What follows belongs to an exercise in optimizing a design on an open flow for small area, a short achievable clock period and few clock cycles per item; a production flow would make more cautious choices. Where RTL was checked, it was by simulation tests only, not by an equivalence proof against the original. The RTL of runs 1 and 5 was laid out without a check of its function. Power and IR drop assume default switching activity.

==> design.v <==
package olist_pkg;
  localparam int unsigned ValueW = 32;
  typedef enum logic [1:0] {
    OP_PUSH_FRONT = 2'd0,
    OP_PUSH_BACK  = 2'd1,
    OP_DELETE     = 2'd2,
    OP_READ_OUT   = 2'd3
  } op_t;
  typedef enum logic [1:0] {
    ST_OK        = 2'd0,
    ST_EMPTY     = 2'd1,
    ST_NOT_FOUND = 2'd2,
    ST_FULL      = 2'd3
  } status_t;
endpackage
module ordered_list_engine_unit (
  input  logic         clk,
  input  logic         rst_n,
  input  logic         in_valid,
  output logic         in_ready,
  input  logic [1:0]   in_operation,
  input  logic signed [31:0] in_value,
  output logic         out_valid,
  input  logic         out_ready,
  output logic signed [31:0] out_item_value,
  output logic [1:0]   out_status,
  output logic         out_last
);
  localparam int N = 16;
  localparam int W = olist_pkg::ValueW;
  logic         va;
  logic [1:0]   opa;
  logic [W-1:0] vala;
  logic         vb;
  logic [1:0]   opb;
  logic [W-1:0] valb;
  logic [N-1:0] ah;      
  logic [3:0]   rk;      
  logic         rl;      
  logic         pd;      
  logic [W-1:0] cells [N];
  logic [N-1:0] occ;
  logic         ov;
  logic [W+2:0] od;
  logic ofree, go, empty, full, found, b_done, b_free, xfer;
  logic pf_go, pb_go, del_go, del_op, rd_go;
  logic [N-1:0] first_free, last_pos;
  logic [N-1:0] sl, sr, st, sh;
  logic [W-1:0] tdata;
  assign ofree = !ov || out_ready;
  assign go    = vb && ofree;
  assign empty = !occ[0];
  assign full  = occ[N-1];
  assign found = ah[N-1];
  always_comb begin
    for (int i = 0; i < N; i++) begin
      first_free[i] = ((i == 0) ? 1'b1 : occ[(i == 0) ? 0 : i-1]) & !occ[i];
      last_pos[i]   = occ[i] & ((i == N-1) ? 1'b1 : !occ[(i == N-1) ? i : i+1]);
    end
  end
  assign pf_go  = go && opb == olist_pkg::OP_PUSH_FRONT && !full;
  assign pb_go  = go && opb == olist_pkg::OP_PUSH_BACK  && !full;
  assign del_op = go && opb == olist_pkg::OP_DELETE;
  assign del_go = del_op && found;
  assign rd_go  = go && opb == olist_pkg::OP_READ_OUT   && !empty;
  assign b_done = go && pd;
  assign b_free = !vb || b_done;
  assign xfer   = va && b_free;
  always_comb begin
    for (int i = 0; i < N; i++) begin
      sl[i] = pf_go;
      sr[i] = (del_op && ah[i]) || (rd_go && !last_pos[i]);
      st[i] = (pb_go && first_free[i]) || (rd_go && last_pos[i]);
      sh[i] = !(sl[i] || sr[i] || st[i]);
    end
  end
  assign tdata = opb[1] ? cells[0] : valb;
  logic [W-1:0] cells_nxt [N];
  always_comb begin
    for (int i = 0; i < N; i++) begin
      cells_nxt[i] = ({W{sh[i]}} & cells[i])
                   | ({W{sl[i]}} & ((i == 0) ? valb : cells[(i == 0) ? 0 : i-1]))
                   | ({W{sr[i]}} & cells[(i == N-1) ? i : i+1])
                   | ({W{st[i]}} & tdata);
    end
  end
  always_ff @(posedge clk) begin
    for (int i = 0; i < N; i++) cells[i] <= cells_nxt[i];
  end
  logic [N-1:0] occ_nxt;
  always_comb begin
    occ_nxt = occ;
    if (pf_go || pb_go) occ_nxt = {occ[N-2:0], 1'b1};
    else if (del_go)    occ_nxt = {1'b0, occ[N-1:1]};
  end
  logic [N-1:0] raw, corr;
  logic         eqv;
  always_comb begin
    for (int i = 0; i < N; i++) raw[i] = (cells[i] == vala);
    eqv = (valb == vala);
    for (int i = 0; i < N; i++) begin
      corr[i] = raw[i];
      if (sl[i])      corr[i] = (i == 0) ? eqv : raw[(i == 0) ? 0 : i-1];
      else if (sr[i]) corr[i] = (i == N-1) ? raw[i] : raw[(i == N-1) ? i : i+1];
      else if (st[i]) corr[i] = opb[1] ? raw[0] : eqv;
    end
  end
  logic [N-1:0] mc, ah_nxt;
  always_comb begin
    mc = corr & occ_nxt;
    ah_nxt[0] = mc[0];
    for (int i = 1; i < N; i++) ah_nxt[i] = ah_nxt[i-1] | mc[i];
  end
  logic acc;
  assign in_ready = !va || b_free;
  assign acc      = in_valid && in_ready;
  logic [1:0] opb_nxt;
  logic       va_nxt, vb_nxt, rl_nxt;
  logic [3:0] rk1;
  assign va_nxt  = acc || (va && !xfer);
  assign vb_nxt  = xfer || (vb && !b_done);
  assign opb_nxt = xfer ? opa : opb;
  assign rk1     = rk + 4'd1;
  always_comb begin
    rl_nxt = rl;
    if (xfer)       rl_nxt = !occ_nxt[1];
    else if (rd_go) rl_nxt = (rk1 == 4'(N-1)) ? 1'b1 : !occ[rk1 + 4'd1];
  end
  always_ff @(posedge clk) begin
    if (acc) begin
      opa  <= in_operation;
      vala <= in_value;
    end
    if (xfer) begin
      opb  <= opa;
      valb <= vala;
      rk   <= '0;
    end else if (rd_go) begin
      rk   <= rk1;
    end
    rl <= rl_nxt;
    ah <= xfer ? ah_nxt : ah;
    pd <= opb_nxt != olist_pkg::OP_READ_OUT || !occ_nxt[0] || rl_nxt;
  end
  logic [W+2:0] res;
  logic [1:0]   rstat;
  always_comb begin
    unique case (opb)
      olist_pkg::OP_PUSH_FRONT,
      olist_pkg::OP_PUSH_BACK: rstat = full ? olist_pkg::ST_FULL : olist_pkg::ST_OK;
      olist_pkg::OP_DELETE:    rstat = empty ? olist_pkg::ST_EMPTY :
                                       found ? olist_pkg::ST_OK : olist_pkg::ST_NOT_FOUND;
      default:                 rstat = empty ? olist_pkg::ST_EMPTY : olist_pkg::ST_OK;
    endcase
    res = {(opb == olist_pkg::OP_READ_OUT && !empty) ? cells[0] : '0,
           rstat,
           (opb == olist_pkg::OP_READ_OUT && !empty) ? rl : 1'b1};
  end
  always_ff @(posedge clk) begin
    if (go) od <= res;
  end
  always_ff @(posedge clk) begin
    if (!rst_n) begin
      va  <= 1'b0;
      vb  <= 1'b0;
      occ <= '0;
      ov  <= 1'b0;
    end else begin
      va  <= va_nxt;
      vb  <= vb_nxt;
      occ <= occ_nxt;
      if (ofree) ov <= go;
    end
  end
  assign out_valid      = ov;
  assign out_item_value = od[W+2:3];
  assign out_status     = od[2:1];
  assign out_last       = od[0];
endmodule
==> run.sh <==
#!/bin/bash
# synth_recipe.tcl (not shown) runs the flow's synth.tcl, then flattens the netlist and writes it again
# the make line also repeats each setting of config.mk as NAME=value (left out here)
make -C /OpenROAD-flow-scripts/flow DESIGN_CONFIG=/design/flow/config.mk WORK_HOME=/design/flow/orfs CLKGATE_MAP_FILE= SYNTH_SCRIPT=/design/flow/synth_recipe.tcl finish
==> config.mk <==
export PLATFORM = sky130hd
export DESIGN_NAME = ordered_list_engine_unit
export DESIGN_NICKNAME = ordered_list_engine_unit
export VERILOG_FILES = /design/flow/design.v
export SDC_FILE = /design/flow/constraint.sdc
export NUM_CORES = 4
export LEC_CHECK = 0
export ABC_CLOCK_PERIOD_IN_PS = 2200
export CAP_MARGIN = 20
export CORE_MARGIN = 2
export CORE_UTILIZATION = 40
export SETUP_SLACK_MARGIN = 2.3
export SLEW_MARGIN = 20
==> constraint.sdc <==
create_clock -name core_clock -period 4.5 [get_ports {clk}]
set_input_delay 0.9000 -clock core_clock [delete_from_list [all_inputs] [get_ports {clk}]]
set_output_delay 0.9000 -clock core_clock [all_outputs]
set_load 0.01 [all_outputs]
==> results.py, run 1 <==
metrics = {
    "run_status": {
        "status": "complete, no violations",
    },
    "place": {
        "portBuffers": 74,
        "dp_hpwl_um": 95900,
        "gp_congestion": 1.08,
    },
    "die": {
        "die_w_um": 293,
        "coreArea_mm2": 0.0833,
        "die_area_mm2": 0.0860,
        "pin_count": 75,
        "floorplan.initialDensity": 0.402,
        "std_cell_rows": 106,
        "die_y_um": 293,
    },
    "job": {
        "drv_cap": 0,
    },
    "synth": {
        "synth_compound_area_frac": 0.189,
        "muxShareOfSynthArea": 0.0267,
        "synth_top_area_frac": 0.322,
        "synth_area_per_cell_um2": 9.32,
        "syn_nets": 3631,
        "synth_area_leaders": "dfxtp_1 (32%), a222oi_1 (14%), xnor2_1 (13%)",
        "yosys.area.top_type": "dfxtp_1",
        "netlist_area_mm2": 0.0335,
        "synth-async-reset-ratio": 0,
        "ys_ff_latch": 656,
        "yosysSeqAreaShare": 0.427,
        "yosys_warnings": 3,
        "synth_cell_type_count": 74,
        "synthXorXnorAreaFrac": 0.144,
        "synthAdderAreaFrac": 0.000748,
        "ys.flop_type": "dfxtp_1",
        "synth_common_cells": "nand2_1 (885), dfxtp_1 (539), xnor2_1 (482), a222oi_1 (480), clkbuf_1 (226)",
        "synth_top_family_by_area": "compound AO/OA/AOI/OAI gates",
        "synthCells": 3591,
        "synth_most_common_cell": "nand2_1",
        "synth_edf_count": 117,
        "synth_simple_gate_area_frac": 0.166,
    },
    "clocking": {
        "cts-root-buf": "clkbuf_16",
        "tritoncts.num_buffers": 75,
        "cts.sinks": 656,
        "ctsHoldBuffers": 0,
        "cts_htree_levels": 3,
        "clkTransAtPathRegs_ps": 60,
        "cts_tree": "yes",
        "clk_latency_ps": 670,
        "cts_max_path_buffers": 3,
    },
    "timing": {
        "maxSlewViolCount": 0,
        "slew_headroom": 0.454,
        "grt_setup_unrepaired": "yes",
        "tightest_slew_ps": 813,
        "fin_crit_ps": 3100,
        "final-setup-viol-count": 0,
        "finalSetupTns_ps": 0,
        "maxClockFrequency_mhz": 322,
        "clock-skew-final_ps": 43.3,
        "hold_viol": 0,
        "finalCritPeriodShare": 0.689,
    },
    "route": {
        "avgViaCountPerCell": 6.80,
        "first_pass_iters": 11,
        "wirelength_um": 159000,
        "wl_per_cell_um": 32.7,
        "drc_errors": 0,
        "vias": 33200,
        "drtIter0Drc": 8108,
        "ant_nets": 0,
    },
    "cells_and_area": {
        "fill_cells": 7414,
        "fin_nets": 3777,
        "drive_gt1_frac": 0.199,
        "areaGrowthSynthToFinish_pct": 27.8,
        "utilization": 0.514,
    },
    "min_path": {
        "hold_class": "reg2reg",
    },
    "critical_path": {
        "cp-start-kind": "flop",
        "cp-end-kind": "flop",
        "arrival_ps": 3450,
        "critPathKind": "reg2reg",
        "cp_max_fo": 16,
        "cp.required_ps": 4850,
    },
    "global_routing": {
        "gr-total-overflow": 0,
        "grt_pass1_wl_um": 214000,
        "grt_max_degree": 87,
        "grtUsageTotal": 0.335,
        "antenna_found_initial": 2,
        "first_global_vias": 29500,
    },
    "pwr": {
        "ir_worst_vdd_v": 0.000264,
        "leakagePower_nw": 16.3,
        "power_density_mw_per_mm2": 429,
    },
}
report_power, final:
group          internal, mW  switching (mW)
Sequential             6.71            1.18
Clock                  3.91            2.71
Combinational          1.58            2.28
sequential cells by signal, summed over array words and instances (netlist names), 2 cells and up:
name and flops:
ah 16, cells 512, occ 16, od 35
opa 2, opb 2, rk 4, vala 32
valb 32
critical path, cell delays in order (launching register included):
cell	delay, ps
edfxtp_1	510
buf_8	240
xnor2_1	160
nand4_1	310
nor4_2	110
buf_4	170
nand3_1	90
nand4_1	180
a32oi_2	330
nand4_4	220
nor4b_4	330
o2111ai_1	140
per-layer routing:
layer | up-vias | global-route usage | routed length [um]
li1 | 13900 | - | -
met1 | 15800 | 0.436 | 57300
met2 | 2785 | 0.487 | 65400
met3 | 701 | 0.0776 | 20500
met4 | 0 | 0.240 | 16200
met5 | - | 0 | 0
stage by stage:
step | hold slack (ps) | power, mW | area, um2 | std cells | worst slack, ps
3_5_place_dp | 481 | 11.0 | 35300 | 4507 | 469
3_3_place_gp | 476 | 10.9 | 35300 | 4506 | 508
5_1_grt | 506 | 18.8 | 42800 | 4877 | 1300
4_1_cts | 490 | 17.8 | 40700 | 4787 | 1590
2_1_floorplan | 421 | 9.65 | 34500 | 3591 | 1040
6_report | 492 | 18.4 | 42800 | 4879 | 1400
timing repair:
item                                    in CTS  in global routing
resized for setup                          321                260
pin swaps                                   62                133
buffers inserted                           114                 48
endpoints found under the setup margin     620                576
gates cloned                                30                 41
layout by cell type, fill, tap and decap left out, types with 36 or more instances in the layout:
cell,count
nand2_1,837
dfxtp_1,532
a222oi_1,480
xnor2_1,427
buf_4,138
nand4_1,128
edfxtp_1,117
clkbuf_16,104
buf_6,76
o21ai_1,65
xor2_1,63
xnor2_2,46
buf_12,44
and2_1,42
mux2i_1,42
nand2_2,42
nor2_1,41
clkdlybuf4s50_1,36
cell type report:
class                      instances  area, um2  share of cell area
timing repair buffer             400       5120               0.120
tap                             1080       1350              0.0316
antenna                            3       7.51            0.000175
inverter                          10       46.3             0.00108
clock buffer                     116       2320              0.0542
multi-input combinational       2594      19300               0.452
clock inverter                    20        293             0.00684
sequential                       656      14300               0.335
path summary, 6_finish.rpt:
| path | start | end | slack (ps) | depth (start not counted) |
|---|---|---|---|---|
| max | vala[20]$_DFFE_PP_ | ah[15]$_DFFE_PP_ | 1400 | 11 |
| min | cells[10][20]$_DFF_P_ | cells[10][20]$_DFF_P_ | 490 | 2 |
| max reg2reg | vala[20]$_DFFE_PP_ | ah[15]$_DFFE_PP_ | 1400 | 11 |
| min reg2reg | cells[10][20]$_DFF_P_ | cells[10][20]$_DFF_P_ | 490 | 2 |
cells by family after synthesis:
| group | after synthesis |
|---|---|
| compound gates | 694 |
| xor+xnor | 550 |
| fa+ha+maj | 2 |
| buf+inv | 352 |
| flops | 656 |
| mux | 80 |
| simple gates | 1257 |
==> run 2, diff against run 1 <==
--- a/design.v
+++ b/design.v
@@ -36,3 +36,3 @@
   logic [W-1:0] valb;
-  logic [N-1:0] ah;      
+  logic [N-1:0] mb;      
   logic [3:0]   rk;      
@@ -46,3 +46,3 @@
   logic pf_go, pb_go, del_go, del_op, rd_go;
-  logic [N-1:0] first_free, last_pos;
+  logic [N-1:0] ah, first_free, last_pos;
   logic [N-1:0] sl, sr, st, sh;
@@ -53,4 +53,6 @@
   assign full  = occ[N-1];
-  assign found = ah[N-1];
+  assign found = |mb;
   always_comb begin
+    ah[0] = mb[0];
+    for (int i = 1; i < N; i++) ah[i] = ah[i-1] | mb[i];
     for (int i = 0; i < N; i++) begin
@@ -107,8 +109,2 @@
   end
-  logic [N-1:0] mc, ah_nxt;
-  always_comb begin
-    mc = corr & occ_nxt;
-    ah_nxt[0] = mc[0];
-    for (int i = 1; i < N; i++) ah_nxt[i] = ah_nxt[i-1] | mc[i];
-  end
   logic acc;
@@ -136,2 +132,3 @@
       valb <= vala;
+      mb   <= corr & occ_nxt;
       rk   <= '0;
@@ -141,3 +138,2 @@
     rl <= rl_nxt;
-    ah <= xfer ? ah_nxt : ah;
     pd <= opb_nxt != olist_pkg::OP_READ_OUT || !occ_nxt[0] || rl_nxt;
--- a/config.mk
+++ b/config.mk
@@ -11,3 +11,3 @@
 export CORE_UTILIZATION = 40
-export SETUP_SLACK_MARGIN = 2.3
+export SETUP_SLACK_MARGIN = 2.1
 export SLEW_MARGIN = 20
==> run 2 against run 1 <==
Compared with the run above:
- synthesized cell count rose by 0.11%
- combinational power down about 20%
- critical path depth down 2
- sequential power decreased by 2%
- synthesized area is 1.7% lower
- die area shrank 1.7%
- clock-buffer cell count decreased by 8
- largest power group unchanged
- highest routed layer unchanged
==> results.py, run 2 <==
metrics = {
    "run_status": {
        "status": "complete, no violations",
    },
    "timing": {
        "finalSetupTns_ps": 0,
        "tightest_slew_ps": 899,
        "fin_crit_ps": 2800,
        "hold_viol": 0,
        "finalCritPeriodShare": 0.623,
        "grt_setup_unrepaired": "yes",
        "final-setup-viol-count": 0,
        "maxClockFrequency_mhz": 357,
        "maxSlewViolCount": 0,
        "slew_headroom": 0.401,
        "clock-skew-final_ps": 24.0,
    },
    "synth": {
        "ys_ff_latch": 656,
        "yosys.area.top_type": "dfxtp_1",
        "synth_top_area_frac": 0.328,
        "netlist_area_mm2": 0.0329,
        "ys.flop_type": "dfxtp_1",
        "syn_nets": 3635,
        "yosys_warnings": 3,
        "synth_edf_count": 117,
        "synth_area_leaders": "dfxtp_1 (33%), a222oi_1 (15%), nand2_1 (12%)",
        "synthCells": 3595,
        "synth_most_common_cell": "nand2_1",
        "yosysSeqAreaShare": 0.435,
        "synth_cell_type_count": 55,
        "synth_area_per_cell_um2": 9.15,
        "synth-async-reset-ratio": 0,
        "synth_common_cells": "nand2_1 (1010), dfxtp_1 (539), a222oi_1 (480), xnor2_1 (387), clkbuf_1 (320)",
    },
    "global_routing": {
        "grt_pass1_wl_um": 184000,
        "grtUsageTotal": 0.283,
        "antenna_found_initial": 0,
        "grt_max_degree": 113,
        "first_global_vias": 26900,
        "gr-total-overflow": 0,
    },
    "route": {
        "ant_nets": 0,
        "avgViaCountPerCell": 6.34,
        "wl_per_cell_um": 26.9,
        "vias": 30400,
        "wirelength_um": 129000,
        "drc_errors": 0,
        "first_pass_iters": 13,
        "drtIter0Drc": 5618,
    },
    "pwr": {
        "leakagePower_nw": 15.9,
        "ir_worst_vdd_v": 0.000275,
        "finalPower_mw": 17.2,
        "power_density_mw_per_mm2": 428,
    },
    "clocking": {
        "clkTransAtPathRegs_ps": 60,
        "cts_htree_levels": 3,
        "clk_latency_ps": 630,
        "tritoncts.num_buffers": 77,
        "ctsHoldBuffers": 0,
        "cts-root-buf": "clkbuf_16",
        "cts_tree": "yes",
        "cts_max_path_buffers": 3,
        "cts.sinks": 656,
    },
    "critical_path": {
        "r2r_end": "mb[14]$_DFFE_PP_",
        "critPathKind": "reg2reg",
        "cp-start-kind": "flop",
        "arrival_ps": 3180,
        "rrSetupSlack_ps": 1700,
        "cp_max_fo": 6,
        "cp-end-kind": "flop",
        "ff2ff_path_depth": 9,
        "cp.required_ps": 4880,
        "rr_startpoint": "mb[9]$_DFFE_PP_",
    },
    "cells_and_area": {
        "utilization": 0.491,
        "areaGrowthSynthToFinish_pct": 22.0,
        "drive_gt1_frac": 0.158,
        "fin_nets": 3706,
        "fill_cells": 7573,
        "final_cell_mix": "nand2_1 (965), dfxtp_1 (532), a222oi_1 (480), xnor2_1 (365), xor2_1 (162)",
        "diodes": 0,
        "largestRegisters": "cells: 512 flops, od: 35 flops",
        "layout_commonest_cell": "nand2_1",
        "top_register": "cells",
        "largest_reg_flops": 512,
    },
    "place": {
        "gp_congestion": 0.977,
        "portBuffers": 74,
        "dp_hpwl_um": 90100,
    },
    "die": {
        "pin_count": 75,
        "die_area_mm2": 0.0846,
        "coreArea_mm2": 0.0817,
        "std_cell_rows": 105,
        "floorplan.initialDensity": 0.403,
        "die_w_um": 291,
        "die_y_um": 291,
    },
    "min_path": {
        "worstHoldEndpoint": "cells[14][18]$_DFF_P_",
        "min_from": "cells[14][18]$_DFF_P_",
        "holdPathStages": 2,
        "hold_class": "reg2reg",
    },
    "job": {
        "drv_cap": 0,
    },
}
## run 2: cell types whose count changed after synthesis, moves of 22 or more
cell      delta
o21ai_0     -64
nor2_1      -38
nand4_1     -22
nor2b_1     +53
xnor2_1     -95
xor2_1      +94
nor4_1      +25
clkbuf_1    +94
buf_2       -83
mux2i_1     -26
nand2_1    +125
buf_4       -22
## run 2: critical path, cell delays in order (launching register included)
cell and delay [ps]:
edfxtp_1 420, or4_4 570, or3_4 380, buf_4 160
nor3_4 180, o22ai_4 230, nor3_4 250, buf_12 180
a21boi_2 60, and3_1 140
## run 2: kinds of logic after synthesis
family                     count (synthesis)  share of synthesized area
AOI/OAI and AO/OA                        622                      0.179
xor gates and xnor gates                 549                      0.146
adders and majority gates                  2                   0.000760
buffers and inverters                    332                     0.0382
DFF                                      656                      0.435
muxes                                     53                     0.0189
and+or+nand+nor                         1381                      0.183
## run 2: layout make-up
class,count,area (um2),share of cell area
Clock inverter,28,221,0.00552
Sequential cell,656,14300,0.357
Clock buffer,108,2270,0.0566
Tap cell,1070,1340,0.0334
Timing Repair Buffer,316,3410,0.0850
Inverter,7,33.8,0.000842
Multi-Input combinational cell,2608,18500,0.462
## run 2: metrics by stage
step | cell area (um2) | hold slack, ps | setup WS, ps | instances
2_1_floorplan | 33500 | 424 | 1560 | 3595
3_3_place_gp | 35100 | 478 | 605 | 4519
3_5_place_dp | 35200 | 482 | 621 | 4527
4_1_cts | 38900 | 490 | 1800 | 4724
5_1_grt | 40100 | 507 | 1640 | 4793
6_report | 40100 | 492 | 1700 | 4793
## run 2: how the worst max path moves through the flow
stage,depth (start not counted),startpoint,to
after floorplan,8,out_ready,mb[1]$_DFFE_PP_
after global placement,9,out_ready,cells[12][18]$_DFF_P_
after detailed placement,10,out_ready,cells[3][4]$_DFF_P_
after CTS,8,vala[6]$_DFFE_PP_,mb[13]$_DFFE_PP_
after global routing,8,vala[23]$_DFFE_PP_,mb[13]$_DFFE_PP_
final,9,mb[9]$_DFFE_PP_,mb[14]$_DFFE_PP_
## run 2: power by group
group	leakage [nW]	switching (mW)	total, mW	internal [mW]
Combinational	9.18	1.91	3.11	1.21
Sequential	5.50	1.09	7.76	6.67
Clock	1.24	2.64	6.32	3.69
## run 2: repair_timing
item,in CTS,in global routing
pin swaps,32,79
gates resized for setup,160,135
setup buffers,55,57
cloned,6,12
setup endpoints to repair,648,495
endpoints found under the hold margin,0,0
## run 2: routing by layer
layer	track usage	up-vias	routed length, um
li1	-	13700	-
met1	0.400	14500	53400
met2	0.417	1851	55100
met3	0.0334	328	11900
met4	0.162	0	8480
met5	0	-	0
Testbench counts of run 2, summed over its fixed seeds: cycles 14,669, items 4,800.
==> run 3, diff against run 2 <==
--- a/config.mk
+++ b/config.mk
@@ -10,4 +10,7 @@
 export CORE_MARGIN = 2
-export CORE_UTILIZATION = 40
-export SETUP_SLACK_MARGIN = 2.1
+export CORE_UTILIZATION = 50
+export CTS_BUF_LIST = sky130_fd_sc_hd__clkbuf_8
+export CTS_CLUSTER_SIZE = 30
+export SETUP_SLACK_MARGIN = 2.0
 export SLEW_MARGIN = 20
+export TNS_END_PERCENT = 10
==> run 3 against run 2 <==
Compared with the run above:
- via count rose by 0.48%
- synthesized area did not move
- sequential share of layout area rose by 1.4 points
- utilization rose by 9.9 points
- clock power fell by 14%
- sequential power fell by 0.8%
- final cell count fell by 4.7%
- critical endpoint is now mb[8]$_DFFE_PP_
- first-iteration DRC count fell by 10%
- routed wire length fell by 0.20%
- largest cell class unchanged
- synthesized cell count did not move
- clock-buffer cell count rose by 36
==> results.py, run 3 <==
metrics = {
    "critical_path": {
        "cp-startpoint": "vala[20]$_DFFE_PP_",
        "crit_chain": "buf_4 -> xnor2_2 -> nand4_1 -> nor4_4 -> nand2_1 -> a22o_1 -> nor3_2",
        "arrival_ps": 3430,
        "critPathMaxStageDelay_ps": 460,
        "cp-end-kind": "flop",
        "ff2ff_path_depth": 7,
        "cp-start-kind": "flop",
        "critPathKind": "reg2reg",
        "rr_startpoint": "vala[20]$_DFFE_PP_",
        "cp.required_ps": 5080,
        "rrSetupSlack_ps": 1650,
        "r2r_end": "mb[8]$_DFFE_PP_",
        "cp_max_fo": 17,
        "slowest_stage": "nor4_4",
    },
    "cells_and_area": {
        "layoutNonFillerInstCount": 4569,
        "final_cell_mix": "nand2_1 (994), dfxtp_1 (537), a222oi_1 (480), xnor2_1 (372), xor2_1 (161)",
        "layout_commonest_cell": "nand2_1",
        "largestRegisters": "cells: 512 flops, od: 35 flops",
        "top_register": "cells",
        "largest_reg_flops": 512,
        "utilization": 0.591,
        "fin_nets": 3658,
        "areaGrowthSynthToFinish_pct": 17.4,
        "drive_gt1_frac": 0.129,
        "design_area_mm2": 0.0386,
    },
    "place": {
        "portBuffers": 74,
        "place_area_mm2": 0.0346,
        "placed_cells": 4302,
        "dp_hpwl_um": 88700,
        "dp_slack_ps": 663,
        "gp_congestion": 0.955,
    },
    "pwr": {
        "power_density_mw_per_mm2": 419,
        "clock_power_share": 0.335,
        "ir_worst_vdd_v": 0.000263,
        "switching_share": 0.341,
        "combPwrFrac": 0.189,
        "switchingPower_mw": 5.52,
        "leakagePower_nw": 15.4,
        "internal_power_mw": 10.7,
        "finalPower_mw": 16.2,
        "seqPwrFrac": 0.476,
    },
    "die": {
        "std_cell_rows": 94,
        "floorplan.initialDensity": 0.503,
        "die_area_mm2": 0.0679,
        "coreArea_mm2": 0.0654,
        "die_y_um": 261,
        "die_w_um": 261,
        "pin_count": 75,
    },
    "clocking": {
        "cts.sinks": 656,
        "cts_htree_levels": 3,
        "tritoncts.num_buffers": 114,
        "cts_tree": "yes",
        "clk_latency_ps": 760,
        "cts_max_path_buffers": 3,
        "cts-root-buf": "clkbuf_8",
        "clkTransAtPathRegs_ps": 60,
    },
    "synth": {
        "yosys.area.top_type": "dfxtp_1",
        "synth_area_per_cell_um2": 9.15,
        "synth_compound_area_frac": 0.179,
        "netlist_area_mm2": 0.0329,
        "synth_common_cells": "nand2_1 (1010), dfxtp_1 (539), a222oi_1 (480), xnor2_1 (387), clkbuf_1 (320)",
        "synthAdderAreaFrac": 0.000761,
        "synth_most_common_cell": "nand2_1",
        "synthXorXnorAreaFrac": 0.146,
        "synth_simple_gate_area_frac": 0.183,
        "synth-async-reset-ratio": 0,
        "synth_edf_count": 117,
        "synth_top_area_frac": 0.328,
        "muxShareOfSynthArea": 0.0189,
        "yosysSeqAreaShare": 0.435,
        "synthCells": 3595,
        "synth_top_family_by_area": "simple AND/OR/NAND/NOR gates",
        "yosys_warnings": 3,
        "synth_cell_type_count": 55,
        "syn_nets": 3635,
        "synth_area_leaders": "dfxtp_1 (33%), a222oi_1 (15%), nand2_1 (12%)",
        "ys_ff_latch": 656,
        "ys.flop_type": "dfxtp_1",
    },
    "global_routing": {
        "grtUsageTotal": 0.368,
        "first_global_vias": 28300,
        "grt_pass1_wl_um": 188000,
        "antenna_found_initial": 1,
        "grt_max_degree": 100,
        "gr-total-overflow": 0,
    },
    "job": {
        "drv_cap": 0,
    },
    "timing": {
        "tightest_slew_ps": 866,
        "finalSetupTns_ps": 0,
        "slew_headroom": 0.423,
        "maxSlewViolCount": 0,
        "finalCritPeriodShare": 0.633,
        "hold_viol": 0,
        "maxClockFrequency_mhz": 351,
        "layout_setup_ws_ps": 1650,
        "clock-skew-final_ps": 26.7,
        "fin_crit_ps": 2850,
        "final-setup-viol-count": 0,
        "hold_ws_ps": 468,
        "grt_setup_unrepaired": "yes",
    },
    "route": {
        "wirelength_um": 129000,
        "avgViaCountPerCell": 6.68,
        "met3_length_um": 10400,
        "routed-wl-met2_um": 57100,
        "drc_errors": 0,
        "wl_per_cell_um": 28.2,
        "top_layer_used": "met4",
        "met1Wirelength_um": 48500,
        "first_pass_iters": 11,
        "drtIter0Drc": 5045,
        "ant_nets": 0,
        "vias": 30500,
    },
    "min_path": {
        "worstHoldEndpoint": "opb[1]$_DFF_P_",
        "min_from": "opa[1]$_DFFE_PP_",
        "hold_class": "reg2reg",
        "holdPathStages": 2,
    },
    "run_status": {
        "status": "complete, no violations",
    },
}
[run 3: cell counts after synthesis]
No cell type changed its count.
[run 3: timing repair]
item | in CTS | in global routing
gates resized for setup | 116 | 75
hold buffers | 0 | 0
endpoints found under the setup margin | 590 | 535
cloned | 18 | 4
setup buffers | 20 | 22
pin swaps | 56 | 18
[run 3: worst max-delay path: cells and delay by family (launching register included)]
kind,cells,cell delay (ps)
compound gates,1,250
buf+inv,1,270
flops,1,430
simple gates,4,1290
xor+xnor,1,410
[run 3: worst max path at each step]
stage                                  endpoint  slack, ps  cells past startpoint
final                           mb[8]$_DFFE_PP_       1650                      7
after global routing            mb[4]$_DFFE_PP_       1680                      9
after CTS                      mb[13]$_DFFE_PP_       1770                      8
after detailed placement  cells[10][17]$_DFF_P_        660                      9
after global placement     cells[1][16]$_DFF_P_        720                      9
after floorplan                 mb[6]$_DFFE_PP_       1560                      8
[run 3: logic make-up after synthesis]
| kind of cell | after synthesis |
|---|---|
| buf+inv | 332 |
| flops | 656 |
| xor+xnor | 549 |
| simple gates | 1381 |
| compound gates | 622 |
| mux | 53 |
| fa+ha+maj | 2 |
[run 3: final cells by class]
cell class | count | area, um2
Antenna cell | 1 | 2.50
Clock buffer | 144 | 1980
Clock inverter | 58 | 250
Fill cell | 5614 | 26800
Inverter | 7 | 30.0
Multi-Input combinational cell | 2613 | 18300
Sequential cell | 656 | 14300
Tap cell | 864 | 1080
Timing Repair Buffer | 226 | 2640
[run 3: power by group through the flow]
stage	clock, mW	sequential, mW	combinational [mW]
finish	5.43	7.70	3.05
global route	5.71	7.79	3.21
CTS	5.45	7.66	2.92
detailed placement	0	7.78	2.78
global placement	0	7.74	2.70
floorplan	0	7.39	1.89
[run 3: layer usage]
layer / track usage / vias up
li1: - / 13500
met1: 0.457 / 14700
met2: 0.565 / 1866
met3: 0.0539 / 425
met4: 0.308 / 0
met5: 0 / -
==> run 4, diff against run 3 <==
--- a/config.mk
+++ b/config.mk
@@ -10,4 +10,5 @@
 export CORE_MARGIN = 2
-export CORE_UTILIZATION = 50
-export CTS_BUF_LIST = sky130_fd_sc_hd__clkbuf_8
+export CORE_UTILIZATION = 55
+export CTS_BUF_LIST = sky130_fd_sc_hd__clkbuf_16
+export CTS_CLUSTER_DIAMETER = 90
 export CTS_CLUSTER_SIZE = 30
==> run 4 against run 3 <==
Compared with the run above:
- still clean on timing, DRC and antenna
- global-route usage increased by 2.7 points
- die area down 9.0%
- first-iteration DRC count grew 11%
- maximum frequency shrank 0.29%
- clock-buffer cell count shrank 107
- largest cell class unchanged
- highest routed layer unchanged
==> results.py, run 4 <==
metrics = {
    "run_status": {
        "status": "complete, no violations",
    },
    "clocking": {
        "cts_htree_levels": 2,
        "clk_latency_ps": 610,
        "cts.sinks": 656,
        "cts-root-buf": "clkbuf_16",
        "clkTransAtPathRegs_ps": 90,
        "cts_tree": "yes",
        "tritoncts.num_buffers": 37,
        "ctsHoldBuffers": 0,
        "cts_max_path_buffers": 3,
    },
    "global_routing": {
        "antenna_found_initial": 0,
        "grt_max_degree": 161,
        "first_global_vias": 28000,
        "grtUsageTotal": 0.395,
        "grt_pass1_wl_um": 186000,
        "gr-total-overflow": 0,
    },
    "synth": {
        "synth_top_area_frac": 0.328,
        "ys_ff_latch": 656,
        "synthCells": 3595,
        "synth_area_leaders": "dfxtp_1 (33%), a222oi_1 (15%), nand2_1 (12%)",
        "synth-async-reset-ratio": 0,
        "syn_nets": 3635,
        "yosysSeqAreaShare": 0.435,
        "synth_edf_count": 117,
        "synth_area_per_cell_um2": 9.15,
        "ys.flop_type": "dfxtp_1",
        "synth_most_common_cell": "nand2_1",
        "yosys_warnings": 3,
        "synth_common_cells": "nand2_1 (1010), dfxtp_1 (539), a222oi_1 (480), xnor2_1 (387), clkbuf_1 (320)",
        "netlist_area_mm2": 0.0329,
        "synth_cell_type_count": 55,
        "yosys.area.top_type": "dfxtp_1",
    },
    "route": {
        "wirelength_um": 130000,
        "drc_errors": 0,
        "met3_length_um": 12300,
        "ant_nets": 0,
        "routed-wl-met2_um": 57100,
        "met1Wirelength_um": 47400,
        "avgViaCountPerCell": 6.94,
        "first_pass_iters": 26,
        "vias": 30900,
        "wl_per_cell_um": 29.2,
        "drtIter0Drc": 5602,
        "top_layer_used": "met4",
    },
    "place": {
        "dp_hpwl_um": 87500,
        "place_area_mm2": 0.0345,
        "gp_congestion": 1.03,
        "portBuffers": 74,
    },
    "pwr": {
        "leakagePower_nw": 15.4,
        "ir_worst_vdd_v": 0.000323,
        "power_density_mw_per_mm2": 386,
        "finalPower_mw": 15.0,
    },
    "job": {
        "drv_cap": 0,
    },
    "timing": {
        "final-setup-viol-count": 0,
        "maxClockFrequency_mhz": 350,
        "finalCritPeriodShare": 0.635,
        "hold_ws_ps": 496,
        "finalSetupTns_ps": 0,
        "fin_crit_ps": 2860,
        "slew_headroom": 0.431,
        "maxSlewViolCount": 0,
        "clock-skew-final_ps": 25.7,
        "tightest_slew_ps": 854,
        "hold_viol": 0,
        "grt_setup_unrepaired": "yes",
    },
    "cells_and_area": {
        "final_cell_mix": "nand2_1 (981), dfxtp_1 (536), a222oi_1 (480), xnor2_1 (360), buf_4 (165)",
        "fill_cells": 4699,
        "drive_gt1_frac": 0.140,
        "layout_commonest_cell": "nand2_1",
        "largestRegisters": "cells: 512 flops, od: 35 flops",
        "top_register": "cells",
        "largest_reg_flops": 512,
        "fin_nets": 3689,
        "design_area_mm2": 0.0387,
        "utilization": 0.655,
        "areaGrowthSynthToFinish_pct": 17.8,
        "diodes": 0,
    },
    "die": {
        "die_w_um": 249,
        "std_cell_rows": 89,
        "die_area_mm2": 0.0618,
        "coreArea_mm2": 0.0591,
        "pin_count": 75,
        "die_y_um": 249,
        "floorplan.initialDensity": 0.556,
    },
    "critical_path": {
        "cp-end-kind": "flop",
        "arrival_ps": 3290,
        "cp-start-kind": "flop",
        "cp_max_fo": 8,
        "cp.required_ps": 4930,
        "critPathKind": "reg2reg",
    },
    "min_path": {
        "hold_class": "reg2reg",
    },
}
run 4: cell counts after synthesis:
No cell type changed its count.
run 4: metrics by stage:
stage	cells	setup WS, ps
finish	4448	1640
global route	4448	1640
CTS	4324	1750
detailed placement	4209	779
global placement	4207	826
floorplan	3595	1560
run 4: worst paths after layout:
check	from	end	slack [ps]	cells past startpoint
min reg2reg	cells[14][16]$_DFF_P_	cells[14][16]$_DFF_P_	500	2
max	vala[23]$_DFFE_PP_	mb[13]$_DFFE_PP_	1640	9
max reg2reg	vala[23]$_DFFE_PP_	mb[13]$_DFFE_PP_	1640	9
min	cells[14][16]$_DFF_P_	cells[14][16]$_DFF_P_	500	2
run 4: worst max-delay path, stage by stage (launching register included):
cell       delay (ps)
edfxtp_1          470
buf_4             200
clkbuf_16         170
buf_4             130
xor2_1            170
nor4_2            510
nand4_1           420
nor2_1            290
nand2_1           100
a211oi_1          210
run 4: timing repair:
action / 4_1_cts / 5_1_grt
pin swaps: 62 / 15
gates resized for setup: 117 / 123
setup buffers: 28 / 113
cloned: 22 / 10
setup endpoints to repair: 547 / 482
run 4: cell type report:
type,instances,area (um2),area share
clock buffer,37,926,0.0239
tap,773,967,0.0250
timing repair buffer,331,3720,0.0960
multi-input combinational,2616,18400,0.476
sequential,656,14300,0.369
inverter,7,30.0,0.000775
clock inverter,28,347,0.00895
run 4: cell families (layout without fill, tap and decap cells):
logic type / count (synthesis) / after routing / share of synthesized area
simple gates: 1381 / 1390 / 0.183
flops: 656 / 656 / 0.435
compound gates: 622 / 622 / 0.179
xor+xnor: 549 / 549 / 0.146
buf+inv: 332 / 403 / 0.0382
mux: 53 / 53 / 0.0189
fa+ha+maj: 2 / 2 / 0.000760
run 4: power by group:
| part | switching, mW | internal (mW) | leakage [nW] |
|---|---|---|---|
| Combinational | 1.95 | 1.23 | 9.28 |
| Sequential | 1.03 | 6.66 | 5.50 |
| Clock | 2.26 | 1.83 | 0.629 |
| Total | 5.24 | 9.72 | 15.4 |
run 4: layer usage:
layer  vias to the layer above  track usage
met5                         -            0
met4                         0        0.357
met3                       433       0.0464
met2                      2125        0.605
met1                     14800        0.490
li1                      13600            -
==> run 5, diff against run 4 <==
--- a/design.v
+++ b/design.v
@@ -36,3 +36,6 @@
   logic [W-1:0] valb;
-  logic [N-1:0] mb;      
+  localparam int G = 4;   
+  logic [N-1:0]   lp;    
+  logic [N/G-1:0] gm;    
+  logic [N-1:0]   ah;    
   logic [3:0]   rk;      
@@ -46,3 +49,3 @@
   logic pf_go, pb_go, del_go, del_op, rd_go;
-  logic [N-1:0] ah, first_free, last_pos;
+  logic [N-1:0] first_free, last_pos;
   logic [N-1:0] sl, sr, st, sh;
@@ -53,6 +56,10 @@
   assign full  = occ[N-1];
-  assign found = |mb;
+  assign found = |(ah & last_pos);
   always_comb begin
-    ah[0] = mb[0];
-    for (int i = 1; i < N; i++) ah[i] = ah[i-1] | mb[i];
+    for (int i = 0; i < N; i++) begin
+      ah[i] = lp[i];
+      for (int k = 0; k < i / G; k++) ah[i] = ah[i] | gm[k];
+    end
+  end
+  always_comb begin
     for (int i = 0; i < N; i++) begin
@@ -105,3 +112,3 @@
       if (sl[i])      corr[i] = (i == 0) ? eqv : raw[(i == 0) ? 0 : i-1];
-      else if (sr[i]) corr[i] = (i == N-1) ? raw[i] : raw[(i == N-1) ? i : i+1];
+      else if (sr[i]) corr[i] = (i == N-1) ? 1'b0 : raw[(i == N-1) ? i : i+1];
       else if (st[i]) corr[i] = opb[1] ? raw[0] : eqv;
@@ -109,4 +116,11 @@
   end
-  logic acc;
-  assign in_ready = !va || b_free;
+  logic [N-1:0]   lp_nxt;
+  logic [N/G-1:0] gm_nxt;
+  always_comb begin
+    for (int i = 0; i < N; i++)
+      lp_nxt[i] = (i % G == 0) ? corr[i] : (lp_nxt[(i % G == 0) ? i : i-1] | corr[i]);
+    for (int k = 0; k < N/G; k++) gm_nxt[k] = lp_nxt[k*G + G-1];
+  end
+  logic acc, irx, iry;
+  assign in_ready = irx || (iry && out_ready);
   assign acc      = in_valid && in_ready;
@@ -115,2 +129,5 @@
   logic [3:0] rk1;
+  logic       pd_nxt, ov_nxt;
+  assign pd_nxt  = opb_nxt != olist_pkg::OP_READ_OUT || !occ_nxt[0] || rl_nxt;
+  assign ov_nxt  = ofree ? go : ov;
   assign va_nxt  = acc || (va && !xfer);
@@ -132,3 +149,4 @@
       valb <= vala;
-      mb   <= corr & occ_nxt;
+      lp   <= lp_nxt;
+      gm   <= gm_nxt;
       rk   <= '0;
@@ -138,3 +156,4 @@
     rl <= rl_nxt;
-    pd <= opb_nxt != olist_pkg::OP_READ_OUT || !occ_nxt[0] || rl_nxt;
+    pd  <= pd_nxt;
+    iry <= pd_nxt;
   end
@@ -163,2 +182,3 @@
       ov  <= 1'b0;
+      irx <= 1'b1;
     end else begin
@@ -167,3 +187,4 @@
       occ <= occ_nxt;
-      if (ofree) ov <= go;
+      ov  <= ov_nxt;
+      irx <= !va_nxt || !vb_nxt || (pd_nxt && !ov_nxt);
     end
--- a/config.mk
+++ b/config.mk
@@ -7,8 +7,7 @@
 export LEC_CHECK = 0
-export ABC_CLOCK_PERIOD_IN_PS = 2200
+export ABC_CLOCK_PERIOD_IN_PS = 2000
 export CAP_MARGIN = 20
 export CORE_MARGIN = 2
-export CORE_UTILIZATION = 55
-export CTS_BUF_LIST = sky130_fd_sc_hd__clkbuf_16
-export CTS_CLUSTER_DIAMETER = 90
+export CORE_UTILIZATION = 50
+export CTS_BUF_LIST = sky130_fd_sc_hd__clkbuf_8
 export CTS_CLUSTER_SIZE = 30
==> run 5 against run 4 <==
Compared with the run above:
- utilization is 5.7 points lower
- sequential share of layout area fell by 0.42 points
- global-route usage down 4.4 points
- register-to-register slack got worse by 50 ps
- via count fell by 1.5%
- hold slack worse by 27 ps
- synthesized area rose by 0.52%
==> results.py, run 5 <==
metrics = {
    "run_status": {
        "status": "complete, no violations",
    },
    "synth": {
        "synthXorXnorAreaFrac": 0.146,
        "synth_top_area_frac": 0.327,
        "synth_simple_gate_area_frac": 0.180,
        "yosys_warnings": 3,
        "synth_area_per_cell_um2": 9.08,
        "synthCells": 3644,
        "netlist_area_mm2": 0.0331,
        "yosysSeqAreaShare": 0.433,
        "synthAdderAreaFrac": 0.00106,
        "syn_nets": 3684,
        "ys.flop_type": "dfxtp_1",
        "synth_top_family_by_area": "compound AO/OA/AOI/OAI gates",
        "synth-async-reset-ratio": 0,
        "yosys.area.top_type": "dfxtp_1",
        "synth_compound_area_frac": 0.180,
        "synth_edf_count": 117,
        "synth_area_leaders": "dfxtp_1 (33%), a222oi_1 (15%), nand2_1 (12%)",
        "synth_most_common_cell": "nand2_1",
        "ys_ff_latch": 657,
        "muxShareOfSynthArea": 0.0191,
        "synth_common_cells": "nand2_1 (1069), dfxtp_1 (540), a222oi_1 (480), xnor2_1 (379), clkbuf_1 (274)",
        "synth_cell_type_count": 67,
    },
    "route": {
        "vias": 30400,
        "drtIter0Drc": 5356,
        "first_pass_iters": 12,
        "wirelength_um": 123000,
        "ant_nets": 0,
        "avgViaCountPerCell": 6.55,
        "wl_per_cell_um": 26.4,
        "drc_errors": 0,
    },
    "die": {
        "die_area_mm2": 0.0682,
        "floorplan.initialDensity": 0.504,
        "std_cell_rows": 94,
        "coreArea_mm2": 0.0656,
        "die_y_um": 261,
        "die_w_um": 261,
        "pin_count": 75,
    },
    "critical_path": {
        "critPathKind": "reg2reg",
        "cp-end-kind": "flop",
        "cp.required_ps": 5100,
        "arrival_ps": 3510,
        "cp-start-kind": "flop",
        "cp_max_fo": 7,
    },
    "timing": {
        "finalCritPeriodShare": 0.646,
        "fin_crit_ps": 2910,
        "clock-skew-final_ps": 41.1,
        "grt_setup_unrepaired": "yes",
        "maxClockFrequency_mhz": 344,
        "tightest_slew_ps": 917,
        "hold_viol": 0,
        "final-setup-viol-count": 0,
        "finalSetupTns_ps": 0,
        "maxSlewViolCount": 0,
        "slew_headroom": 0.389,
    },
    "job": {
        "drv_cap": 0,
    },
    "clocking": {
        "ctsHoldBuffers": 0,
        "clkTransAtPathRegs_ps": 60,
        "clk_latency_ps": 760,
        "cts.sinks": 657,
        "cts_tree": "yes",
        "cts-root-buf": "clkbuf_8",
        "cts_max_path_buffers": 3,
        "cts_htree_levels": 3,
        "tritoncts.num_buffers": 112,
    },
    "global_routing": {
        "grtUsageTotal": 0.351,
        "first_global_vias": 28800,
        "grt_max_degree": 93,
        "antenna_found_initial": 1,
        "grt_pass1_wl_um": 184000,
        "gr-total-overflow": 0,
    },
    "place": {
        "place_area_mm2": 0.0348,
        "gp_congestion": 0.984,
        "dp_hpwl_um": 89200,
        "portBuffers": 74,
    },
    "cells_and_area": {
        "largestRegisters": "cells: 512 flops, od: 35 flops",
        "top_register": "cells",
        "design_area_mm2": 0.0393,
        "drive_gt1_frac": 0.151,
        "areaGrowthSynthToFinish_pct": 18.7,
        "layout_commonest_cell": "nand2_1",
        "largest_reg_flops": 512,
        "fin_nets": 3730,
        "final_cell_mix": "nand2_1 (1064), dfxtp_1 (537), a222oi_1 (480), xnor2_1 (327), xor2_1 (166)",
    },
    "pwr": {
        "ir_worst_vdd_v": 0.000312,
        "leakagePower_nw": 16.1,
        "power_density_mw_per_mm2": 461,
    },
    "min_path": {
        "hold_class": "reg2reg",
    },
}
[run 5: worst max-delay path, cell delays in order, from the launching register on]
cell and delay, ps:
edfxtp_1 480, buf_8 210, nor3_4 190, o22ai_2 110, or4_4 540, o31a_1 350, buf_12 140, nand2_4 50
or4b_4 460, nor2_4 110, o311ai_2 90
[run 5: logic make-up after synthesis]
logic type               after synthesis
flip-flops                           657
adder cells (fa/ha/maj)                3
multiplexers                          54
XOR/XNOR                             550
AND/OR/NAND/NOR                     1394
AO/OA/AOI/OAI                        638
buffers and inverters                348
[run 5: per-stage QoR]
step / worst slack, ps / total power, mW / utilization / hold WS, ps / instances
2_1_floorplan: 1620 / 10.6 / - / 421 / 3644
3_3_place_gp: 730 / 12.2 / 0.531 / 456 / 4363
3_5_place_dp: 590 / 12.3 / 0.531 / 461 / 4363
4_1_cts: 1660 / 17.9 / 0.590 / 470 / 4611
5_1_grt: 1520 / 18.8 / 0.598 / 489 / 4644
6_report: 1590 / 18.1 / 0.598 / 469 / 4644
[run 5: final timing paths]
kind | from | end | slack (ps) | cells past startpoint
setup / recovery | lp[3]$_DFFE_PN_ | irx$_SDFF_PN1_ | 1590 | 10
hold / removal | cells[15][19]$_DFF_P_ | cells[15][19]$_DFF_P_ | 470 | 2
setup reg to reg | lp[3]$_DFFE_PN_ | irx$_SDFF_PN1_ | 1590 | 10
hold reg to reg | cells[15][19]$_DFF_P_ | cells[15][19]$_DFF_P_ | 470 | 2
[run 5: cell type report]
cell class,instances,area [um2]
fill,5614,26400
multi-input combinational,2639,18800
sequential,657,14300
timing repair buffer,265,2730
clock buffer,143,1970
tap,864,1080
clock inverter,56,267
inverter,15,68.8
antenna,5,12.5
[run 5: timing repair]
item,in CTS,in global routing
buffers inserted,47,26
pin swaps,39,12
cloned,2,2
hold endpoints to repair,0,0
gates resized for setup,208,59
endpoints found under the setup margin,585,580
[run 5: layer usage]
| metal | global-route usage | wire, um |
|---|---|---|
| met5 | 0 | 0 |
| met4 | 0.241 | 9270 |
| met3 | 0.0452 | 10100 |
| met2 | 0.546 | 55300 |
| met1 | 0.455 | 48200 |
[run 5: power breakdown]
| part | switching (mW) | internal (mW) | total, mW |
|---|---|---|---|
| Clock | 2.56 | 2.84 | 5.40 |
| Sequential | 1.59 | 7.06 | 8.65 |
| Combinational | 2.49 | 1.57 | 4.05 |
| Total | 6.63 | 11.5 | 18.1 |
==> run 6, diff against run 5 <==
--- a/design.v
+++ b/design.v
@@ -30,5 +30,2 @@
   localparam int W = olist_pkg::ValueW;
-  logic         va;
-  logic [1:0]   opa;
-  logic [W-1:0] vala;
   logic         vb;
@@ -47,3 +44,3 @@
   logic [W+2:0] od;
-  logic ofree, go, empty, full, found, b_done, b_free, xfer;
+  logic ofree, go, empty, full, found, b_done, acc;
   logic pf_go, pb_go, del_go, del_op, rd_go;
@@ -62,4 +59,2 @@
     end
-  end
-  always_comb begin
     for (int i = 0; i < N; i++) begin
@@ -74,5 +69,6 @@
   assign rd_go  = go && opb == olist_pkg::OP_READ_OUT   && !empty;
-  assign b_done = go && pd;
-  assign b_free = !vb || b_done;
-  assign xfer   = va && b_free;
+  assign b_done   = go && pd;
+  logic irx, iry;
+  assign in_ready = irx || (iry && out_ready);
+  assign acc      = in_valid && in_ready;
   always_comb begin
@@ -107,4 +103,4 @@
   always_comb begin
-    for (int i = 0; i < N; i++) raw[i] = (cells[i] == vala);
-    eqv = (valb == vala);
+    for (int i = 0; i < N; i++) raw[i] = (cells[i] == in_value);
+    eqv = (valb == in_value);
     for (int i = 0; i < N; i++) begin
@@ -123,14 +119,10 @@
   end
-  logic acc, irx, iry;
-  assign in_ready = irx || (iry && out_ready);
-  assign acc      = in_valid && in_ready;
   logic [1:0] opb_nxt;
-  logic       va_nxt, vb_nxt, rl_nxt;
+  logic       vb_nxt, rl_nxt;
   logic [3:0] rk1;
   logic       pd_nxt, ov_nxt;
-  assign pd_nxt  = opb_nxt != olist_pkg::OP_READ_OUT || !occ_nxt[0] || rl_nxt;
-  assign ov_nxt  = ofree ? go : ov;
-  assign va_nxt  = acc || (va && !xfer);
-  assign vb_nxt  = xfer || (vb && !b_done);
-  assign opb_nxt = xfer ? opa : opb;
+  assign pd_nxt = opb_nxt != olist_pkg::OP_READ_OUT || !occ_nxt[0] || rl_nxt;
+  assign ov_nxt = ofree ? go : ov;
+  assign vb_nxt  = acc || (vb && !b_done);
+  assign opb_nxt = acc ? in_operation : opb;
   assign rk1     = rk + 4'd1;
@@ -138,3 +130,3 @@
     rl_nxt = rl;
-    if (xfer)       rl_nxt = !occ_nxt[1];
+    if (acc)        rl_nxt = !occ_nxt[1];
     else if (rd_go) rl_nxt = (rk1 == 4'(N-1)) ? 1'b1 : !occ[rk1 + 4'd1];
@@ -143,8 +135,4 @@
     if (acc) begin
-      opa  <= in_operation;
-      vala <= in_value;
-    end
-    if (xfer) begin
-      opb  <= opa;
-      valb <= vala;
+      opb  <= in_operation;
+      valb <= in_value;
       lp   <= lp_nxt;
@@ -178,3 +166,2 @@
     if (!rst_n) begin
-      va  <= 1'b0;
       vb  <= 1'b0;
@@ -184,3 +171,2 @@
     end else begin
-      va  <= va_nxt;
       vb  <= vb_nxt;
@@ -188,3 +174,3 @@
       ov  <= ov_nxt;
-      irx <= !va_nxt || !vb_nxt || (pd_nxt && !ov_nxt);
+      irx <= !vb_nxt || (pd_nxt && !ov_nxt);
     end
==> config.mk (replaced) <==
export PLATFORM = sky130hd
export DESIGN_NAME = ordered_list_engine_unit
export DESIGN_NICKNAME = ordered_list_engine_unit
export VERILOG_FILES = /design/flow/design.v
export SDC_FILE = /design/flow/constraint.sdc
export NUM_CORES = 4
export LEC_CHECK = 0
export ABC_CLOCK_PERIOD_IN_PS = 2200
export CAP_MARGIN = 20
export CORE_MARGIN = 2
export CORE_UTILIZATION = 40
export SETUP_SLACK_MARGIN = 2.1
export SLEW_MARGIN = 20
==> run 6 against run 5 <==
Compared with the run above:
- die area up 21%
- synthesized area down 2.8%
- still clean on timing, DRC and antenna
- via count up 1.7%
- final cell count up 3.8%
- combinational power up 65%
- maximum frequency up 4.6%
- synthesized cell count down 2.0%
- utilization down 8.5 points
- hold slack better by 9.5 ps
- clock-buffer cell count down 41
- routed wire length up 6.5%
==> results.py, run 6 <==
metrics = {
    "synth": {
        "synth_top_area_frac": 0.336,
        "yosys_warnings": 3,
        "synth-async-reset-ratio": 0,
        "yosysSeqAreaShare": 0.413,
        "synth_area_per_cell_um2": 9.00,
        "netlist_area_mm2": 0.0322,
        "synthCells": 3572,
        "syn_nets": 3612,
        "synth_edf_count": 83,
        "ys_ff_latch": 622,
        "ys.flop_type": "dfxtp_1",
        "synth_most_common_cell": "nand2_1",
        "synth_area_leaders": "dfxtp_1 (34%), a222oi_1 (15%), nand2_1 (12%)",
        "yosys.area.top_type": "dfxtp_1",
        "synth_cell_type_count": 69,
        "synth_common_cells": "nand2_1 (1000), dfxtp_1 (539), a222oi_1 (481), xnor2_1 (332), clkbuf_1 (226)",
    },
    "critical_path": {
        "rr_startpoint": "lp[7]$_DFFE_PP_",
        "cp-start-kind": "flop",
        "critPathKind": "reg2reg",
        "cp-startpoint": "lp[7]$_DFFE_PP_",
        "rrSetupSlack_ps": 1720,
        "cp-end-kind": "flop",
        "ff2ff_path_depth": 9,
        "arrival_ps": 3280,
        "cp.required_ps": 5000,
        "cp_max_fo": 9,
    },
    "timing": {
        "maxClockFrequency_mhz": 360,
        "grt_setup_unrepaired": "yes",
        "slew_headroom": 0.484,
        "finalSetupTns_ps": 0,
        "maxSlewViolCount": 0,
        "tightest_slew_ps": 775,
        "finalCritPeriodShare": 0.618,
        "fin_crit_ps": 2780,
        "hold_viol": 0,
        "clock-skew-final_ps": 31.1,
        "final-setup-viol-count": 0,
    },
    "clocking": {
        "cts_htree_levels": 3,
        "cts.sinks": 622,
        "ctsHoldBuffers": 0,
        "tritoncts.num_buffers": 69,
        "cts-root-buf": "clkbuf_16",
        "clkTransAtPathRegs_ps": 60,
        "clk_latency_ps": 640,
        "cts_max_path_buffers": 3,
        "cts_tree": "yes",
    },
    "global_routing": {
        "grt_pass1_wl_um": 189000,
        "first_global_vias": 27300,
        "gr-total-overflow": 0,
        "grt_max_degree": 89,
        "antenna_found_initial": 1,
        "grtUsageTotal": 0.299,
    },
    "cells_and_area": {
        "top_register": "cells",
        "areaGrowthSynthToFinish_pct": 26.4,
        "layout_commonest_cell": "nand2_1",
        "utilization": 0.513,
        "final_cell_mix": "nand2_1 (992), dfxtp_1 (520), a222oi_1 (481), xnor2_1 (273), buf_4 (236)",
        "fin_nets": 3756,
        "largestRegisters": "cells: 512 flops, od: 35 flops, valb: 32 flops",
        "largest_reg_flops": 512,
        "drive_gt1_frac": 0.207,
        "fill_cells": 7104,
    },
    "place": {
        "dp_hpwl_um": 89700,
        "portBuffers": 74,
        "gp_congestion": 1.07,
    },
    "die": {
        "pin_count": 75,
        "die_y_um": 288,
        "coreArea_mm2": 0.0793,
        "floorplan.initialDensity": 0.406,
        "std_cell_rows": 103,
        "die_w_um": 288,
        "die_area_mm2": 0.0827,
    },
    "route": {
        "drtIter0Drc": 6279,
        "drc_errors": 0,
        "vias": 30900,
        "avgViaCountPerCell": 6.41,
        "wirelength_um": 131000,
        "wl_per_cell_um": 27.1,
        "ant_nets": 0,
        "first_pass_iters": 15,
    },
    "run_status": {
        "status": "complete, no violations",
    },
    "min_path": {
        "min_from": "cells[0][17]$_DFF_P_",
        "hold_class": "reg2reg",
        "holdPathStages": 2,
    },
    "pwr": {
        "power_density_mw_per_mm2": 587,
        "leakagePower_nw": 16.8,
        "ir_worst_vdd_v": 0.000302,
    },
    "job": {
        "drv_cap": 0,
    },
}
-- run 6: changes by cell type in the layout (fill, tap and decap cells not counted), moves of 34 or more --
| cell | previous run | this run |
|---|---|---|
| edfxtp_1 | 117 | 83 |
| xnor2_1 | 327 | 273 |
| clkbuf_16 | 2 | 77 |
| clkbuf_8 | 143 | 20 |
| nand2_1 | 1064 | 992 |
| inv_1 | 57 | 13 |
| buf_4 | 124 | 236 |
| clkdlybuf4s50_1 | 72 | 4 |
-- run 6: area by class of cell --
type | instances | area (um2) | area share
clock buffers | 102 | 2140 | 0.0526
clock inverters | 24 | 282 | 0.00693
well taps | 1050 | 1310 | 0.0323
multi-input cells | 2607 | 19400 | 0.478
repair buffers | 400 | 4110 | 0.101
diodes | 1 | 2.50 | 0.0000616
inverters | 16 | 60.1 | 0.00148
flip-flops and latches | 622 | 13300 | 0.328
-- run 6: cells by family after synthesis --
group | count (synthesis) | share of synthesized area
muxes | 51 | 0.0191
and+or+nand+nor | 1364 | 0.185
buffers and inverters | 347 | 0.0450
xor gates and xnor gates | 550 | 0.150
AOI/OAI and AO/OA | 636 | 0.187
adders and majority gates | 2 | 0.000778
DFF | 622 | 0.413
-- run 6: final timing paths --
kind,to
worst max-delay path,iry$_DFF_P_
worst min-delay path,cells[0][17]$_DFF_P_
worst max register to register,iry$_DFF_P_
worst min register to register,cells[0][17]$_DFF_P_
-- run 6: repair_timing --
| action | CTS | global route |
|---|---|---|
| gates resized for setup | 460 | 186 |
| cloned | 7 | 6 |
| pin swaps | 71 | 73 |
| setup buffers | 64 | 123 |
| endpoints found under the setup margin | 576 | 549 |
-- run 6: metal layers --
metal,share of wire,global-route usage
met5,0,0
met4,0.071,0.188
met3,0.10,0.0431
met2,0.42,0.433
met1,0.41,0.417
-- run 6: where the power goes --
group	total, mW	internal (mW)	switching (mW)
Clock	6.11	3.59	2.52
Sequential	11.0	7.75	3.30
Combinational	6.69	2.94	3.75
Total	23.8	14.3	9.57
-- run 6: per-stage QoR --
stage               hold slack, ps  power (mW)  cell area, um2  setup slack, ps  instances
detailed placement             477        16.6           34200              373       4495
global placement               477        16.5           34200              465       4495
global route                   489        24.7           40600             1660       4822
floorplan                      454        13.8           32800             1630       3572
finish                         479        23.8           40600             1720       4822
CTS                            487        23.1           38700             1760       4692
-- run 6: critical path, stage by stage, from the launching register on --
cell	delay [ps]
edfxtp_1	600
nor4_2	520
nor2_1	140
nor4b_4	440
a31oi_4	150
buf_12	160
nand2b_4	140
o2bb2ai_4	130
a21o_1	200
nand4b_4	160
Testbench counts of run 6, summed over its fixed seeds: cycles 14,661, items 4,800.
==> run 7, diff against run 6 <==
--- a/config.mk
+++ b/config.mk
@@ -10,4 +10,7 @@
 export CORE_MARGIN = 2
-export CORE_UTILIZATION = 40
-export SETUP_SLACK_MARGIN = 2.1
+export CORE_UTILIZATION = 50
+export CTS_BUF_LIST = sky130_fd_sc_hd__clkbuf_8
+export CTS_CLUSTER_SIZE = 30
+export SETUP_SLACK_MARGIN = 2.0
 export SLEW_MARGIN = 20
+export TNS_END_PERCENT = 10
==> run 7 against run 6 <==
Compared with the run above:
- hold slack better by 12 ps
- largest power group unchanged
- still clean
- clock skew is 5.7 ps lower
- critical endpoint unchanged
- maximum frequency is 3.9% higher
- first-iteration DRC count is 9.8% lower
- highest routed layer unchanged
- setup slack better by 100 ps
- routed wire length is 0.34% higher
==> results.py, run 7 <==
metrics = {
    "run_status": {
        "status": "complete, no violations",
    },
    "clocking": {
        "cts_tree": "yes",
        "cts-root-buf": "clkbuf_8",
        "tritoncts.num_buffers": 109,
        "ctsHoldBuffers": 0,
        "clk_latency_ps": 740,
        "cts.sinks": 622,
        "cts_htree_levels": 3,
        "cts_max_path_buffers": 3,
        "clkTransAtPathRegs_ps": 60,
    },
    "synth": {
        "ys_ff_latch": 622,
        "syn_nets": 3612,
        "synthXorXnorAreaFrac": 0.150,
        "synthCells": 3572,
        "yosysSeqAreaShare": 0.413,
        "synthAdderAreaFrac": 0.000778,
        "synth_cell_type_count": 69,
        "ys.flop_type": "dfxtp_1",
        "synth_area_per_cell_um2": 9.00,
        "synth_common_cells": "nand2_1 (1000), dfxtp_1 (539), a222oi_1 (481), xnor2_1 (332), clkbuf_1 (226)",
        "synth_top_area_frac": 0.336,
        "synth_top_family_by_area": "compound AO/OA/AOI/OAI gates",
        "synth_compound_area_frac": 0.187,
        "synth_most_common_cell": "nand2_1",
        "synth_simple_gate_area_frac": 0.185,
        "yosys.area.top_type": "dfxtp_1",
        "synth-async-reset-ratio": 0,
        "netlist_area_mm2": 0.0322,
        "muxShareOfSynthArea": 0.0191,
        "synth_edf_count": 83,
        "yosys_warnings": 3,
        "synth_area_leaders": "dfxtp_1 (34%), a222oi_1 (15%), nand2_1 (12%)",
    },
    "critical_path": {
        "critPathKind": "reg2reg",
        "crit_chain": "buf_6 -> or4_4 -> o2bb2ai_4 -> nor4b_4 -> a31oi_4 -> nand2b_4 -> o2bb2ai_4 -> a21o_1 -> nand4b_4",
        "cp_max_fo": 5,
        "cp-end-kind": "flop",
        "arrival_ps": 3270,
        "critPathMaxStageDelay_ps": 530,
        "cp.required_ps": 5090,
        "cp-start-kind": "flop",
        "slowest_stage": "or4_4",
        "cpMostUsedCell": "o2bb2ai_4",
    },
    "global_routing": {
        "grt_max_degree": 94,
        "grtUsageTotal": 0.380,
        "gr-total-overflow": 0,
        "grt_pass1_wl_um": 192000,
        "first_global_vias": 28300,
        "antenna_found_initial": 1,
    },
    "cells_and_area": {
        "layout_commonest_cell": "nand2_1",
        "fin_nets": 3692,
        "design_area_mm2": 0.0388,
        "largestRegisters": "cells: 512 flops, od: 35 flops, valb: 32 flops",
        "drive_gt1_frac": 0.177,
        "largest_reg_flops": 512,
        "final_cell_mix": "nand2_1 (993), dfxtp_1 (525), a222oi_1 (481), xnor2_1 (280), xor2_1 (188)",
        "utilization": 0.613,
        "areaGrowthSynthToFinish_pct": 20.7,
        "top_register": "cells",
    },
    "place": {
        "dp_hpwl_um": 93400,
        "place_area_mm2": 0.0337,
        "gp_congestion": 0.967,
        "portBuffers": 74,
        "dp_slack_ps": -16.4,
    },
    "timing": {
        "slew_headroom": 0.524,
        "clock-skew-final_ps": 25.4,
        "maxSlewViolCount": 0,
        "finalCritPeriodShare": 0.595,
        "maxClockFrequency_mhz": 374,
        "fin_crit_ps": 2680,
        "final-setup-viol-count": 0,
        "grt_setup_unrepaired": "yes",
        "layout_setup_ws_ps": 1820,
        "tightest_slew_ps": 711,
        "hold_viol": 0,
        "finalSetupTns_ps": 0,
    },
    "route": {
        "first_pass_iters": 11,
        "wirelength_um": 131000,
        "drc_errors": 0,
        "wl_per_cell_um": 28.6,
        "drtIter0Drc": 5665,
        "avgViaCountPerCell": 6.63,
        "ant_nets": 0,
        "vias": 30400,
    },
    "die": {
        "std_cell_rows": 92,
        "die_w_um": 258,
        "die_area_mm2": 0.0664,
        "pin_count": 75,
        "die_y_um": 258,
        "coreArea_mm2": 0.0633,
        "floorplan.initialDensity": 0.508,
    },
    "min_path": {
        "hold_class": "reg2reg",
    },
    "pwr": {
        "leakagePower_nw": 16.0,
        "finalPower_mw": 23.1,
        "power_density_mw_per_mm2": 595,
        "ir_worst_vdd_v": 0.000321,
    },
    "job": {
        "drv_cap": 0,
    },
}
run 7: cell counts after synthesis:
Identical to the previous run, type by type.
run 7: path summary, 6_finish.rpt:
path	startpoint	end	slack, ps	cells past startpoint
hold / removal	cells[14][4]$_DFF_P_	cells[14][4]$_DFF_P_	490	2
setup reg to reg	lp[7]$_DFFE_PP_	iry$_DFF_P_	1820	9
hold reg to reg	cells[14][4]$_DFF_P_	cells[14][4]$_DFF_P_	490	2
setup / recovery	lp[7]$_DFFE_PP_	iry$_DFF_P_	1820	9
run 7: logic make-up (layout without fill, tap and decap cells):
group | count (synthesis) | count (layout)
AOI/OAI and AO/OA | 636 | 636
adders and majority gates | 2 | 2
muxes | 51 | 51
buffers and inverters | 347 | 517
xor gates and xnor gates | 550 | 550
other | 0 | 1
DFF | 622 | 622
and+or+nand+nor | 1364 | 1365
run 7: layout make-up:
cell class / count / area [um2]
inverter: 16 / 60.1
clock inverter: 71 / 450
antenna: 1 / 2.50
timing repair buffer: 299 / 3190
sequential: 622 / 13300
multi-input combinational: 2604 / 18900
clock buffer: 131 / 1800
tap: 846 / 1060
fill: 5396 / 24500
run 7: routing by layer:
layer,wire length [um],global-route usage
met1,49800,0.477
met2,60100,0.604
met3,10900,0.0528
met4,10400,0.268
met5,0,0
run 7: per-stage QoR:
stage,hold slack [ps],std cells
floorplan,454,3572
global placement,471,4269
detailed placement,478,4271
CTS,488,4536
global route,505,4590
finish,490,4590
run 7: what timing repair did:
| item | in CTS | in global routing |
|---|---|---|
| cloned | 7 | 1 |
| resized for setup | 304 | 138 |
| pin swaps | 35 | 42 |
| buffers inserted | 56 | 52 |
| setup endpoints to repair | 578 | 194 |
run 7: power by group:
| part | internal [mW] | switching [mW] |
|---|---|---|
| Sequential | 7.75 | 3.21 |
| Clock | 2.92 | 2.52 |
| Combinational | 2.82 | 3.86 |
| Total | 13.5 | 9.59 |
run 7: critical path, delay by kind of cell (launching register included):
| kind | cells | cell delay [ps] |
|---|---|---|
| AOI/OAI and AO/OA | 4 | 670 |
| DFF | 1 | 400 |
| and+or+nand+nor | 4 | 1300 |
| buffers and inverters | 1 | 160 |

separate check: timing with driven ports:
In the flow no input, the clock included, has a driving cell. The finished layouts below were timed again as built, in two steps.
Step 1: set_driving_cell puts a clkbuf_16 on clk and a buf_2 on each other input, an assumption about the parent block.
Step 2 adds t to the input delays and takes it off the output delays; t is the mean of the earliest and latest rising clock arrival at the registers after step 1. Input paths then give back, and output paths get back, about the clock's delay inside the block.
Three values: ideal, step 1, step 2; two values: the first two.
run	shift t [ns]	setup slack, ns	worst setup path after step 2
run 1	0.722	1.398 / 1.398 / 1.057	input to register
run 2	0.684	1.695 / 1.695 / 1.488	input to register
run 3	0.802	1.651 / 1.651 / 1.184	input to register
run 4	0.660	1.643 / 1.643 / 1.414	input to register
run 5	0.804	1.592 / 1.592 / 1.233	input to register
run 6	0.688	1.719 / 1.719 / 1.326	input to register
run 7	0.784	1.823 / 1.823 / 1.204	input to register
After both steps every run listed still meets setup and hold. For run 7, which loses most, drivers alone change the setup slack by 0.000 ns; drivers and shift together by -0.619 ns.
